Context: an optimization exercise on an open-source flow, tuned for small area, a short achievable clock period and few clock cycles. The choices shown serve that exercise and are no tape-out recipe.
Function was checked by simulation only, so behaviour that the tests miss may differ from the original.
No activity file was given, so power comes from the tool's default toggle rates.

==> flow/design.v (excerpt) <==
module tomasulo_core #(parameter tag_width = 3)
(
	input logic clk,
	input logic reset,
	input logic [15:0] instr,
	input logic instr_is_new,
	input logic [15:0] curr_pc,
	output logic stall,
	output logic commit_valid,
	output logic [2:0] commit_reg,
	output logic [15:0] commit_value
);
For scale: ~890 cells after synthesis, about 190 flip-flops, ~56 I/O pins.
==> flow/config.mk <==
export PLATFORM = sky130hd
export DESIGN_NAME = tomasulo_core
export DESIGN_NICKNAME = tomasulo_core
export VERILOG_FILES = /design/flow/design.v
export SDC_FILE = /design/flow/constraint.sdc
export NUM_CORES = 4
export LEC_CHECK = 0
export CAP_MARGIN = 20
export CORE_MARGIN = 2
export CORE_UTILIZATION = 55
export SETUP_SLACK_MARGIN = 2.5
export SLEW_MARGIN = 20
==> flow/constraint.sdc <==
create_clock -name core_clock -period 5.0 [get_ports {clk}]
set_input_delay 1.0000 -clock core_clock [delete_from_list [all_inputs] [get_ports {clk}]]
set_output_delay 1.0000 -clock core_clock [all_outputs]
set_load 0.01 [all_outputs]
standard.sh (not shown) runs the stock make flow with config.mk's settings and CLKGATE_MAP_FILE= SYNTH_SCRIPT=/design/flow/synth_recipe.tcl, a recipe that flattens the netlist after the stock synthesis.
==> flow/flow/run.sh <==
#!/bin/bash
# The standard layout, with clock tree synthesis told not to add dummy loads.
set -euo pipefail
bash standard.sh "CTS_ARGS=-sink_clustering_enable -repair_clock_nets -dont_use_dummy_load" finish > standard.log 2>&1
The starting point finished clean.
Testbench counts at the start, summed over its fixed seeds: cycles 4,814.
Rerun with:
==> flow/run.sh (new file) <==
#!/bin/bash
# synth_recipe.tcl (not shown) runs the flow's synth.tcl, then flattens the netlist and writes it again
# the make line also repeats each setting of config.mk as NAME=value (left out here)
make -C /OpenROAD-flow-scripts/flow DESIGN_CONFIG=/design/flow/config.mk WORK_HOME=/design/flow/orfs CLKGATE_MAP_FILE= SYNTH_SCRIPT=/design/flow/synth_recipe.tcl finish
Settings changed: ABC_AREA set to 1, SETUP_SLACK_MARGIN 2.5 to 2.6.
removed: flow/flow/run.sh
removed: flow/standard.sh
Global-route usage is higher by 1.1 points; sequential power came out lower by about 3%; synthesized area goes up by 1.7%; via count is higher by about 17%.

========
== v36 ==
tomasulo_core again, from the RTL that the note above started with.
clock: 5.0 ns
lec_check: 0
cap_margin: 20
core_margin: 2
core_utilization: 55
slew_margin: 20
run.sh (not shown) runs the stock make flow with config.mk's settings and CLKGATE_MAP_FILE= SYNTH_SCRIPT=/design/flow/synth_recipe.tcl, a recipe that flattens the netlist after the stock synthesis.
Stock flow here: none of the scripts above is used.
Testbench counts of v36, summed over its fixed seeds: cycles 4,814.
Input changes introduced in v42 (baseline for comparison: v36):
Settings: setting SETUP_SLACK_MARGIN to 2.7 for the first time; changing CORE_UTILIZATION from 55 to 75.
==> flow/flow/run.sh (new file) <==
#!/bin/bash
# The standard layout with two changes: ports are buffered with buf_2 cells,
# and clock tree synthesis adds no dummy loads and uses clkbuf_8 buffers.
set -euo pipefail
bash standard.sh \
	"BUFFER_PORTS_ARGS=-buffer_cell sky130_fd_sc_hd__buf_2" \
	"CTS_ARGS=-sink_clustering_enable -repair_clock_nets -dont_use_dummy_load -buf_list sky130_fd_sc_hd__clkbuf_8" \
	finish > standard.log 2>&1
==> flow/standard.sh (new file) <==
#!/bin/bash
# synth_recipe.tcl (not shown) runs the flow's synth.tcl, then flattens the netlist and writes it again
# the make line also repeats each setting of config.mk as NAME=value (left out here)
make -C /OpenROAD-flow-scripts/flow DESIGN_CONFIG=/design/flow/config.mk WORK_HOME=/design/flow/orfs CLKGATE_MAP_FILE= SYNTH_SCRIPT=/design/flow/synth_recipe.tcl "${@:-finish}"
removed: flow/run.sh
### Flow results
v42 got as far as 5_1_grt, where a tool error ended the run. Taking v36 as the reference point, the instance count after placement with tap cells included of v42 falls by 52. Number of gates resized after CTS for v42 is higher than for v36. v42 ends up with higher placer's final routability congestion estimate than v36 does. Measured against each other, v36 and v42 differ in post-CTS setup repair buffer count, the lower figure coming from v36. Compared v42 vs v36, and total cell area at the placement stage is down in v42.
Edits applied to the flow inputs when going from v42 to v12:
Settings: changing CORE_UTILIZATION from 75 to 60; changing SETUP_SLACK_MARGIN from 2.7 to 3.0.
==> flow/run.sh (new file) <==
#!/bin/bash
# synth_recipe.tcl (not shown) runs the flow's synth.tcl, then flattens the netlist and writes it again
# the make line also repeats each setting of config.mk as NAME=value (left out here)
make -C /OpenROAD-flow-scripts/flow DESIGN_CONFIG=/design/flow/config.mk WORK_HOME=/design/flow/orfs CLKGATE_MAP_FILE= SYNTH_SCRIPT=/design/flow/synth_recipe.tcl finish
removed: flow/flow/run.sh
removed: flow/standard.sh
[summary]
Every run in v42 and v12 closed cleanly, with the single exception of v42.
Status: v42 FAILED at 5_1_grt (tool error)
Reported for v42 and v12, sequential-to-total area share from yosys stat turned out identical to the last digit.
Count of instances resized after the clock tree is built (lower): v42
Placement row count on v12 is up relative to v42.
In v12, cell area reported after detailed placement is higher than in v42.
Sort v42 and v12 by initial cell density of the core asc -> top: v12
In the reports for v42 and v12, the smaller die width belongs to v42.
Going from v42 to v12, worst setup timing slack at the placement stage shrinks by 0.062 ns.
Placer's final routability congestion estimate was lower in the run labelled v42.
Diff v42..v12 | number of instances in the synthesized netlist | negligible
v12 vs v42 on number of setup buffers added after CTS: v12 is the higher one.
The following lists how v47 was set up differently from v12:
Settings: SETUP_SLACK_MARGIN: 3.0 -> 2.7; CORE_UTILIZATION: 60 -> 70.
==> flow/flow/run.sh (new file) <==
#!/bin/bash
# The standard layout with two changes: ports are buffered with buf_2 cells,
# and clock tree synthesis adds no dummy loads and uses clkbuf_8 buffers.
set -euo pipefail
bash standard.sh \
	"BUFFER_PORTS_ARGS=-buffer_cell sky130_fd_sc_hd__buf_2" \
	"CTS_ARGS=-sink_clustering_enable -repair_clock_nets -dont_use_dummy_load -buf_list sky130_fd_sc_hd__clkbuf_8" \
	finish > standard.log 2>&1
==> flow/standard.sh (new file) <==
#!/bin/bash
# synth_recipe.tcl (not shown) runs the flow's synth.tcl, then flattens the netlist and writes it again
# the make line also repeats each setting of config.mk as NAME=value (left out here)
make -C /OpenROAD-flow-scripts/flow DESIGN_CONFIG=/design/flow/config.mk WORK_HOME=/design/flow/orfs CLKGATE_MAP_FILE= SYNTH_SCRIPT=/design/flow/synth_recipe.tcl "${@:-finish}"
removed: flow/run.sh
--- outcome ---
Going from v12 to v47, register cell area after layout shrank slightly. v12 reports its slowest library cell on the worst path as sky130_fd_sc_hd__nand4_1 while v47 reports sky130_fd_sc_hd__a211oi_1. On quantity of gates resized following cts, the lower figure sits with v47, not v12. Re register share of total power: v12 was lower than v47.
What v30 does differently from v47 at the input level:
Settings: a change of CORE_UTILIZATION from 70 to 55; a change of SETUP_SLACK_MARGIN from 2.7 to 2.5.
==> flow/run.sh (new file) <==
#!/bin/bash
# synth_recipe.tcl (not shown) runs the flow's synth.tcl, then flattens the netlist and writes it again
# the make line also repeats each setting of config.mk as NAME=value (left out here)
make -C /OpenROAD-flow-scripts/flow DESIGN_CONFIG=/design/flow/config.mk WORK_HOME=/design/flow/orfs CLKGATE_MAP_FILE= SYNTH_SCRIPT=/design/flow/synth_recipe.tcl finish
removed: flow/flow/run.sh
removed: flow/standard.sh
## What came out
- Area of all sequential standard cells essentially unchanged between v30 and v47.
- Compared with v47, v30 shows total die area higher by 26%.
- [v30] met3 layer wire length in the routed design fell about 26% relative to v47
- Between v30 and v47, the area after synthesis figures differ only marginally.
- Re setup slack: v47 was higher than v30.
- Lower fraction of power consumed by the clock network goes to v47 over v30.
- On standard cell area after detailed placement: v30 sits above v47.
--- input diff v30..v52 ---
Settings: SETUP_SLACK_MARGIN: 2.5 -> 2.75.
Findings:
Looking at the reports, v52 completed the entire flow and the layout it produced met the timing, DRC and antenna checks. Compared with v30, v52 shows a higher total global routing track utilization. v52 can be clocked faster than v30. Of the two values seen for master of the slowest instance on the critical path, sky130_fd_sc_hd__clkdlybuf4s50_1 was produced by v30 and sky130_fd_sc_hd__a221oi_2 by v52. Taking v30 as the reference, in v52 share of the synthesized area in compound gates (AO/OA/AOI/OAI) barely changed; buffer and inverter count on the worst path shows an increase of 1; clock group share of total power decreased by 0.6 points relative to the old numbers. Share of total power in combinational logic for v52 is higher than for v30. Cmp v30 and v52 / net count reported at finish / lower: v30.

========
tomasulo_core again, from the RTL that the note above started with.
## tomasulo_core
module tomasulo_core #(parameter tag_width = 3)
(
	input logic clk,
	input logic reset,
	input logic [15:0] instr,
	input logic instr_is_new,
	input logic [15:0] curr_pc,
	output logic stall,
	output logic commit_valid,
	output logic [2:0] commit_reg,
	output logic [15:0] commit_value
);
assign stall = 1'b0;
logic [3:0] opcode;
logic [2:0] dr, sr1, sr2;
logic is_add, is_and, is_not, is_lea, writes;
assign opcode = instr[15:12];
assign dr = instr[11:9];
assign sr1 = instr[8:6];
assign sr2 = instr[2:0];
assign is_add = (opcode == 4'b0001);
assign is_and = (opcode == 4'b0101);
assign is_not = (opcode == 4'b1001);
assign is_lea = (opcode == 4'b1110);
assign writes = is_add | is_and | is_not | is_lea;
logic v2;
logic [2:0] d2;
logic f_and2, f_not2;
logic [15:0] a2, b2;
logic [15:0] res;
always_comb
begin
	if (f_and2)
		res = a2 & b2;
	else if (f_not2)
		res = ~a2;
	else
		res = a2 + b2;
end
logic [15:0] regs [8];
logic use_pc, use_imm;
logic [15:0] imm, early_a, early_b;
logic fwd_a, fwd_b;
assign use_pc = is_lea;
assign use_imm = is_lea | instr[5];
assign imm = is_lea ? {{6{instr[8]}}, instr[8:0], 1'b0} : {{11{instr[4]}}, instr[4:0]};
assign early_a = use_pc ? curr_pc :
	(commit_valid && commit_reg == sr1) ? commit_value : regs[sr1];
assign early_b = use_imm ? imm :
	(commit_valid && commit_reg == sr2) ? commit_value : regs[sr2];
assign fwd_a = v2 && d2 == sr1 && !use_pc;
assign fwd_b = v2 && d2 == sr2 && !use_imm;
logic [15:0] wdata;
assign wdata = reset ? 16'h0000 : commit_value;
always_ff @(posedge clk)
begin
	for (int i = 0; i < 8; i++)
		if (reset || (commit_valid && commit_reg == 3'(i)))
			regs[i] <= wdata;
end
  ...
export LEC_CHECK = 0
export CAP_MARGIN = 20
export CORE_MARGIN = 2
export CORE_UTILIZATION = 55
export SETUP_SLACK_MARGIN = 2.8
export SLEW_MARGIN = 20
create_clock -name core_clock -period 5.0 [get_ports {clk}]
standard.sh (not shown) runs the stock make flow with config.mk's settings and CLKGATE_MAP_FILE= SYNTH_SCRIPT=/design/flow/synth_recipe.tcl, a recipe that flattens the netlist after the stock synthesis.
==> flow/flow/run.sh <==
#!/bin/bash
# The standard layout with two changes: ports are buffered with buf_2 cells,
# and clock tree synthesis adds no dummy loads and uses clkbuf_8 buffers.
set -euo pipefail
bash standard.sh \
	"BUFFER_PORTS_ARGS=-buffer_cell sky130_fd_sc_hd__buf_2" \
	"CTS_ARGS=-sink_clustering_enable -repair_clock_nets -dont_use_dummy_load -buf_list sky130_fd_sc_hd__clkbuf_8" \
	finish > standard.log 2>&1
Testbench counts at the start, summed over its fixed seeds: cycles 4,814.
==> next run, changes <==
==> flow/flow/run.sh (replaced) <==
#!/bin/bash
# The standard layout with two changes: ports are buffered with buf_2 cells,
# and clock tree synthesis adds no dummy loads.
set -euo pipefail
bash standard.sh \
	"BUFFER_PORTS_ARGS=-buffer_cell sky130_fd_sc_hd__buf_2" \
	"CTS_ARGS=-sink_clustering_enable -repair_clock_nets -dont_use_dummy_load" \
	finish > standard.log 2>&1
Settings changed: ABC_AREA from default to 1, SETUP_SLACK_MARGIN 2.8 to 2.6.
After rerunning: Via count goes up by 9.8%; design area is lower by 1.3%; clock power came out higher by 45%; utilization goes down by 2.8 points; routed wire length drops by 0.56%; global-route usage fell by 0.59 points; synthesized cell count went up by 40%; power falls by 1.7%; fmax drops by 5.8%; critical path depth rises by 1.
==> next run, changes <==
--- a/flow/flow/run.sh
+++ b/flow/flow/run.sh
@@ -3 +3 @@
-# and clock tree synthesis adds no dummy loads.
+# and clock tree synthesis adds no dummy loads and uses clkbuf_8 buffers.
@@ -7 +7 @@
-	"CTS_ARGS=-sink_clustering_enable -repair_clock_nets -dont_use_dummy_load" \
+	"CTS_ARGS=-sink_clustering_enable -repair_clock_nets -dont_use_dummy_load -buf_list sky130_fd_sc_hd__clkbuf_8" \
Settings changed: ABC_AREA 1 to default, CORE_UTILIZATION 55 to 60, PLACE_DENSITY from default to 0.85, SETUP_SLACK_MARGIN 2.6 to 2.7.
Result: The changed run ran to the end with no violations. Setup slack is better by 130 ps. Synthesized cell count is lower by 29%. Critical path depth is lower by 2. Worst hold slack is better by 35 ps. Power is lower by 0.68%.
==> next run, changes <==
Settings changed: CORE_UTILIZATION 60 to 70, PLACE_DENSITY 0.85 to default, SETUP_SLACK_MARGIN 2.7 to 2.8, TNS_END_PERCENT from default to 30.
After rerunning: Total power went up by 1.5%; fmax went up by 0.76%; design area went up by 1.5%; clock power went down by about 2%.
==> next run, changes <==
Settings changed: CORE_UTILIZATION 70 to 65, TNS_END_PERCENT 30 to 50.
The new run completed without violations.
Non-clock buffer count grows by 4.
Worst hold slack loses 19 ps.
Design area grows slightly.
Worst setup slack gains 19 ps.
==> next run, changes <==
Settings changed: ABC_AREA from default to 1, CORE_UTILIZATION 65 to 70, SETUP_SLACK_MARGIN 2.8 to 2.7, TNS_END_PERCENT 50 to default.
Count of clock-buffer cells in the layout is unchanged.
Worst setup slack is better by 10 ps.
Routed wire length stays flat.
Worst hold slack is worse by 15 ps.
Via count is higher by 11%.
Global-route usage is higher by 3.2 points.
First-iteration DRC count is higher by 43%.
Design area is lower by 2.6%.

========
Starting RTL as in the previous note.
export LEC_CHECK = 0
export CAP_MARGIN = 20
export CORE_MARGIN = 2
export CORE_UTILIZATION = 70
export SETUP_SLACK_MARGIN = 2.9
export SLEW_MARGIN = 20
create_clock -name core_clock -period 5.0 [get_ports {clk}]
==> flow/flow/run.sh <==
#!/bin/bash
# The standard layout with two changes: ports are buffered with buf_2 cells,
# and clock tree synthesis adds no dummy loads and uses clkbuf_8 buffers.
set -euo pipefail
bash standard.sh \
	"BUFFER_PORTS_ARGS=-buffer_cell sky130_fd_sc_hd__buf_2" \
	"CTS_ARGS=-sink_clustering_enable -repair_clock_nets -dont_use_dummy_load -buf_list sky130_fd_sc_hd__clkbuf_8" \
	finish > standard.log 2>&1
The first run went through all stages and came out clean.
Testbench counts at the start, summed over its fixed seeds: cycles 4,814.
Edit:
--- a/flow/config.mk
+++ b/flow/config.mk
@@ -10,2 +10,2 @@
-export CORE_UTILIZATION = 70
-export SETUP_SLACK_MARGIN = 2.9
+export CORE_UTILIZATION = 55
+export SETUP_SLACK_MARGIN = 2.7
@@ -12,0 +13 @@
+export TNS_END_PERCENT = 5
=> Clock-buffer cell count does not change. Maximum frequency is lower by a little under a tenth. Cell count is higher slightly. Clock skew is higher by 0.0069 ns. Combinational power is lower by roughly a tenth. Worst setup slack is worse by 0.19 ns. Worst hold slack is worse by 0.010 ns. Die area is higher by a quarter to a third. Register-to-register slack is worse by 0.07 ns.

========
## quartz
Starting RTL as in the previous note.
Settings: LEC_CHECK=0, CAP_MARGIN=20, CORE_MARGIN=2, CORE_UTILIZATION=70, GPL_ROUTABILITY_DRIVEN=0, SETUP_SLACK_MARGIN=2.7, SLEW_MARGIN=20; clock period 5.0 ns.
==> flow/flow/run.sh <==
#!/bin/bash
# The standard layout with two changes: ports are buffered with buf_1 cells,
# and clock tree synthesis adds no dummy loads and uses clkbuf_8 buffers.
set -euo pipefail
bash standard.sh \
	"BUFFER_PORTS_ARGS=-buffer_cell sky130_fd_sc_hd__buf_1" \
	"CTS_ARGS=-sink_clustering_enable -repair_clock_nets -dont_use_dummy_load -buf_list sky130_fd_sc_hd__clkbuf_8" \
	finish > standard.log 2>&1
quartz closes out successfully: all stages finished, all timing, DRC and antenna checks passed.
Testbench counts of quartz, summed over its fixed seeds: cycles 4,814.
#### Input delta (sierra over quartz)
- swapping 20 for 5 in SLEW_MARGIN
- clearing GPL_ROUTABILITY_DRIVEN, which used to be 0
- swapping 20 for 5 in CAP_MARGIN
==> flow/flow/run.sh <==
#!/bin/bash
# The standard layout with two changes: ports are buffered with buf_2 cells,
# and clock tree synthesis adds no dummy loads and uses clkbuf_8 buffers.
set -euo pipefail
bash standard.sh \
	"BUFFER_PORTS_ARGS=-buffer_cell sky130_fd_sc_hd__buf_2" \
	"CTS_ARGS=-sink_clustering_enable -repair_clock_nets -dont_use_dummy_load -buf_list sky130_fd_sc_hd__clkbuf_8" \
	finish > standard.log 2>&1
Results
- sierra vs quartz, cell with the biggest individual delay on the critical path: sky130_fd_sc_hd__a211oi_1 vs sky130_fd_sc_hd__mux4_2
- The lower routed wire length came out of sierra.
- [sierra] detailed-router iteration count before antenna repair rose 1 relative to quartz
- [diff] total via count in the routed design, sierra relative to quartz: improvement
- Going from quartz to sierra, global-route usage shrinks by 0.17 points.
- Going from quartz to sierra, setup slack saw an increase; power saw little to no change; maximum frequency saw an increase; final hold slack saw an increase.

## re-timing with driven ports
No port has a modelled driver above. Below, the same layouts with a new extraction and two added sets of constraints.
Step 1 (the two cells are an assumption about what drives the block):
set clk [get_ports {clk}]
set_driving_cell -lib_cell sky130_fd_sc_hd__clkbuf_16 $clk
set_driving_cell -lib_cell sky130_fd_sc_hd__buf_2 [delete_from_list [all_inputs] $clk]
Step 2, shift: input delay + t, output delay - t, t = (earliest + latest rising clock arrival at the registers) / 2. This alone moves slack from input paths to output paths.
a / b / c = no drivers / after step 1 / after step 2; a / b = the first two.
run | t (ns) | setup slack, ns | worst setup path after step 2
the first run of note 1 | 0.471 | 2.471 / 2.471 / 2.044 | input to register
the second run of note 1 | 0.488 | 2.616 / 2.567 / 2.231 | input to register
v36 | 0.474 | 1.824 / 1.832 / 1.358 | input to register
v12 | 0.484 | 2.713 / 2.607 / 2.123 | input to register
v47 | 0.497 | 2.697 / 2.686 / 2.189 | input to register
v30 | 0.476 | 2.519 / 2.497 / 2.050 | input to register
v52 | 0.478 | 2.713 / 2.644 / 2.165 | input to register
the first run of note 3 | 0.496 | 2.692 / 2.692 / 2.263 | input to register
the second run of note 3 | 0.471 | 2.550 / 2.569 / 2.098 | input to register
the third run of note 3 | 0.510 | 2.680 / 2.676 / 2.166 | input to register
the fourth run of note 3 | 0.498 | 2.697 / 2.690 / 2.269 | input to register
the fifth run of note 3 | 0.498 | 2.716 / 2.690 / 2.192 | input to register
the sixth run of note 3 | 0.495 | 2.726 / 2.731 / 2.235 | input to register
the first run of note 4 | 0.502 | 2.727 / 2.727 / 2.250 | input to register
the second run of note 4 | 0.493 | 2.542 / 2.545 / 2.051 | input to register
quartz | 0.500 | 2.670 / 2.660 / 2.160 | input to register
sierra | 0.497 | 2.697 / 2.686 / 2.189 | input to register
After both steps setup and hold are still met in every run listed. For v12, which loses most, drivers alone change the setup slack by -0.106 ns; drivers and shift together by -0.590 ns.
